This is an optimization exercise on Yosys and OpenROAD, whose aim is small area and a short achievable clock period, not a production implementation. Power is estimated from default activity; no workload was simulated.

Setup of run A:
==> module rx_dma_packetizer, before the edit <==
module rx_dma_packetizer #(
    parameter int FIFO_DEPTH    = 64,
    parameter int FRAME_SAMPLES = 256
) (
    input  logic        clk,
    input  logic        rst,
    input  logic        enable,
    input  logic        s_valid,
    input  logic [15:0] s_i,
    input  logic [15:0] s_q,
    output logic        m_axis_valid,
    input  logic        m_axis_ready,
    output logic [7:0]  m_axis_data,
    output logic        m_axis_last,
    output logic        overflow,
    output logic [15:0] drop_count,
    input  logic        clear_status
);
    localparam logic [1:0] c_ST_IDLE = 2'd0;
    localparam logic [1:0] c_ST_RUN  = 2'd1;
    localparam logic [1:0] c_ST_PAD  = 2'd2;
    logic [1:0]  r_state;
    logic [7:0]  r_wr_pos;       
    logic [7:0]  r_rd_pos;       
    logic [31:0] r_mem [0:63];
    logic        r_valid;
    logic [1:0]  r_byte_idx;
    logic [7:0]  r_data;
    logic [23:0] r_hold;
    logic        r_last;
    logic        r_overflow;
    logic [15:0] r_drop_count;
    wire w_lo_eq   = (r_wr_pos[5:0] == r_rd_pos[5:0]);
    wire w_hi_eq   = (r_wr_pos[7:6] == r_rd_pos[7:6]);
    logic r_full;                
    wire w_full    = r_full;
    wire w_empty   = w_lo_eq && w_hi_eq;
    wire w_run_acc    = (r_state == c_ST_RUN) && enable;
    wire w_in_pad     = (r_state == c_ST_PAD);
    wire w_frame_last = (r_wr_pos == 8'hFF);
    wire w_pad_write  = w_in_pad && !w_full;
    wire w_push       = (w_run_acc && s_valid && !w_full) || w_pad_write;
    wire w_drop       = w_run_acc && s_valid && w_full;
    wire w_hs      = r_valid && m_axis_ready;
    wire w_pop     = !w_empty && (!r_valid || (w_hs && (r_byte_idx == 2'd3)));
    always_ff @(posedge clk) begin
        if (rst) begin
            r_state <= c_ST_IDLE;
        end else begin
            case (r_state)
                c_ST_IDLE: if (enable) r_state <= c_ST_RUN;
                c_ST_RUN:  if (!enable) r_state <= (r_wr_pos == 8'd0) ? c_ST_IDLE : c_ST_PAD;
                c_ST_PAD:  if (w_pad_write && w_frame_last) r_state <= c_ST_IDLE;
                default:   r_state <= c_ST_IDLE;
            endcase
        end
    end
    logic [63:0] w_wr_sel;
    logic [63:0] w_rd_sel;
    logic [63:0] r_rd_sel;       
    logic [63:0] r_wr_sel;       
    logic [31:0] w_wr_data;
    logic [31:0] w_rd_data;
    assign w_wr_sel  = r_wr_sel;
    assign w_rd_sel  = r_rd_sel;
    assign w_wr_data = w_in_pad ? 32'd0 : {s_q, s_i};
    always_ff @(posedge clk) begin
        for (int k = 0; k < 64; k++) begin
            if (w_wr_sel[k] && !w_full) r_mem[k] <= w_wr_data;
        end
    end
    always_comb begin
        w_rd_data = '0;
        for (int k = 0; k < 64; k++) begin
            w_rd_data = w_rd_data | ({32{w_rd_sel[k]}} & r_mem[k]);
        end
    end
    always_ff @(posedge clk) begin
        if (rst) begin
            r_wr_pos <= '0;
            r_rd_pos <= '0;
        end else begin
            if (w_push) r_wr_pos <= r_wr_pos + 8'd1;
            if (w_pop)  r_rd_pos <= r_rd_pos + 8'd1;
        end
    end
    wire w_count_63 = ((r_wr_pos + 8'd1 - r_rd_pos) == 8'd64);
    always_ff @(posedge clk) begin
        if (rst) begin
            r_full <= 1'b0;
        end else if (w_pop) begin
            r_full <= 1'b0;
        end else if (w_push) begin
            r_full <= w_count_63;
        end
    end
    always_ff @(posedge clk) begin
        if (rst) begin
            r_wr_sel <= 64'd1;
        end else if (w_push) begin
            r_wr_sel <= {r_wr_sel[62:0], r_wr_sel[63]};
        end
    end
    always_ff @(posedge clk) begin
        if (rst) begin
            r_rd_sel <= 64'd1;
        end else if (w_pop) begin
            r_rd_sel <= {r_rd_sel[62:0], r_rd_sel[63]};
        end
    end
    always_ff @(posedge clk) begin
        if (rst) begin
            r_valid    <= 1'b0;
            r_byte_idx <= 2'd0;
            r_last     <= 1'b0;
        end else begin
            if (w_pop)
                r_valid <= 1'b1;
            else if (w_hs && (r_byte_idx == 2'd3))
                r_valid <= 1'b0;
            if (w_hs) begin
                r_byte_idx <= r_byte_idx + 2'd1;
                r_last     <= (r_byte_idx == 2'd2) && (r_rd_pos == 8'd0);
            end
        end
    end
    wire w_take_new = !r_valid || (r_byte_idx == 2'd3);
    logic [7:0] w_next_byte;
    always_comb begin
        case (r_byte_idx)
            2'd0:    w_next_byte = r_hold[7:0];
            2'd1:    w_next_byte = r_hold[15:8];
            default: w_next_byte = r_hold[23:16];
        endcase
    end
    always_ff @(posedge clk) begin
        if (w_pop || w_hs) begin
            r_data <= w_take_new ? w_rd_data[7:0] : w_next_byte;
        end
        if (w_pop) begin
            r_hold <= w_rd_data[31:8];
        end
    end
    assign m_axis_data  = r_data;
    assign m_axis_last  = r_last;
    assign m_axis_valid = r_valid;
    always_ff @(posedge clk) begin
        if (rst) begin
            r_overflow   <= 1'b0;
            r_drop_count <= 16'd0;
        end else if (w_drop) begin
            r_overflow   <= 1'b1;
            r_drop_count <= clear_status ? 16'd1 :
                            (&r_drop_count) ? r_drop_count : r_drop_count + 16'd1;
        end else if (clear_status) begin
            r_overflow   <= 1'b0;
            r_drop_count <= 16'd0;
        end
    end
    assign overflow   = r_overflow;
    assign drop_count = r_drop_count;
endmodule
Settings: LEC_CHECK=0, CAP_MARGIN=20, CORE_MARGIN=2, CORE_UTILIZATION=45, CTS_CLUSTER_DIAMETER=60, CTS_CLUSTER_SIZE=30, SETUP_SLACK_MARGIN=2.5, SLEW_MARGIN=20; clock period 5.0 ns.
run.sh (not shown) runs the stock make flow with config.mk's settings and CLKGATE_MAP_FILE= SYNTH_SCRIPT=/design/flow/synth_recipe.tcl, a recipe that flattens the netlist after the stock synthesis.
Setup changes, run A to run C
diff --git a/flow/design.v b/flow/design.v
--- a/flow/design.v
+++ b/flow/design.v
@@ -56,21 +56,27 @@
             endcase
         end
     end
     logic [63:0] w_wr_sel;
     logic [63:0] w_rd_sel;
     logic [63:0] r_rd_sel;       
-    logic [63:0] r_wr_sel;       
+    logic [7:0]  r_wr_lo;        
+    logic [7:0]  r_wr_hi;        
+    logic [7:0]  r_wr_hen;       
     logic [31:0] w_wr_data;
     logic [31:0] w_rd_data;
-    assign w_wr_sel  = r_wr_sel;
+    always_comb begin
+        for (int k = 0; k < 64; k++) begin
+            w_wr_sel[k] = r_wr_lo[k % 8] && r_wr_hen[k / 8];
+        end
+    end
     assign w_rd_sel  = r_rd_sel;
     assign w_wr_data = w_in_pad ? 32'd0 : {s_q, s_i};
     always_ff @(posedge clk) begin
         for (int k = 0; k < 64; k++) begin
-            if (w_wr_sel[k] && !w_full) r_mem[k] <= w_wr_data;
+            if (w_wr_sel[k]) r_mem[k] <= w_wr_data;
         end
     end
     always_comb begin
         w_rd_data = '0;
         for (int k = 0; k < 64; k++) begin
             w_rd_data = w_rd_data | ({32{w_rd_sel[k]}} & r_mem[k]);
@@ -83,26 +89,25 @@
         end else begin
             if (w_push) r_wr_pos <= r_wr_pos + 8'd1;
             if (w_pop)  r_rd_pos <= r_rd_pos + 8'd1;
         end
     end
     wire w_count_63 = ((r_wr_pos + 8'd1 - r_rd_pos) == 8'd64);
+    wire w_full_next = w_pop ? 1'b0 : (w_push ? w_count_63 : r_full);
+    wire [7:0] w_wr_hi_next = (w_push && r_wr_lo[7]) ? {r_wr_hi[6:0], r_wr_hi[7]} : r_wr_hi;
     always_ff @(posedge clk) begin
         if (rst) begin
-            r_full <= 1'b0;
-        end else if (w_pop) begin
-            r_full <= 1'b0;
-        end else if (w_push) begin
-            r_full <= w_count_63;
-        end
-    end
-    always_ff @(posedge clk) begin
-        if (rst) begin
-            r_wr_sel <= 64'd1;
-        end else if (w_push) begin
-            r_wr_sel <= {r_wr_sel[62:0], r_wr_sel[63]};
+            r_full   <= 1'b0;
+            r_wr_lo  <= 8'd1;
+            r_wr_hi  <= 8'd1;
+            r_wr_hen <= 8'd1;
+        end else begin
+            r_full   <= w_full_next;
+            r_wr_hi  <= w_wr_hi_next;
+            r_wr_hen <= w_wr_hi_next & {8{!w_full_next}};
+            if (w_push) r_wr_lo <= {r_wr_lo[6:0], r_wr_lo[7]};
         end
     end
     always_ff @(posedge clk) begin
         if (rst) begin
             r_rd_sel <= 64'd1;
         end else if (w_pop) begin
Findings:
- From run A to run C the numbers moved as follows: sequential share of layout area went up; critical path arrival saw an increase; largest voltage drop on the vdd net has increased; number of gates on the worst path with buffers counted +5.
- There was hardly any difference in initial core utilization between run A and run C.
- Measured against each other, run C and run A differ in design area, the higher figure coming from run A.
- Of the two candidates, run A has the better total power and run C the worse one.
No functional check of the RTL was part of any run of this note.

## separate check: timing with driven ports
The flow's constraints put no driver on any port. The routed layouts listed below were extracted and timed again, unchanged, in two steps.
Step 1 (the two cells are an assumption about what drives the block):
set clk [get_ports {clk}]
set_driving_cell -lib_cell sky130_fd_sc_hd__clkbuf_16 $clk
set_driving_cell -lib_cell sky130_fd_sc_hd__buf_2 [delete_from_list [all_inputs] $clk]
Step 2 also shifts input and output timing later by t, the mid clock arrival at the registers, as if the neighbouring blocks saw the same clock.
Slacks: ideal ports / drivers / drivers and shift; pairs: ideal ports / drivers.
run	shift t [ns]	slack for setup (ns)	clock arrival spread, ns	worst data-port slew with drivers (ns)
run A	0.923	2.348 / 2.348 / 1.851	0.065 / 0.064	0.07
run C	0.897	2.273 / 2.273 / 1.493	0.055 / 0.055	0.07
After both steps setup and hold are still met in every run listed. The setup slack of run C, which loses most, moves by 0.000 ns with the drivers and by -0.780 ns with both steps.
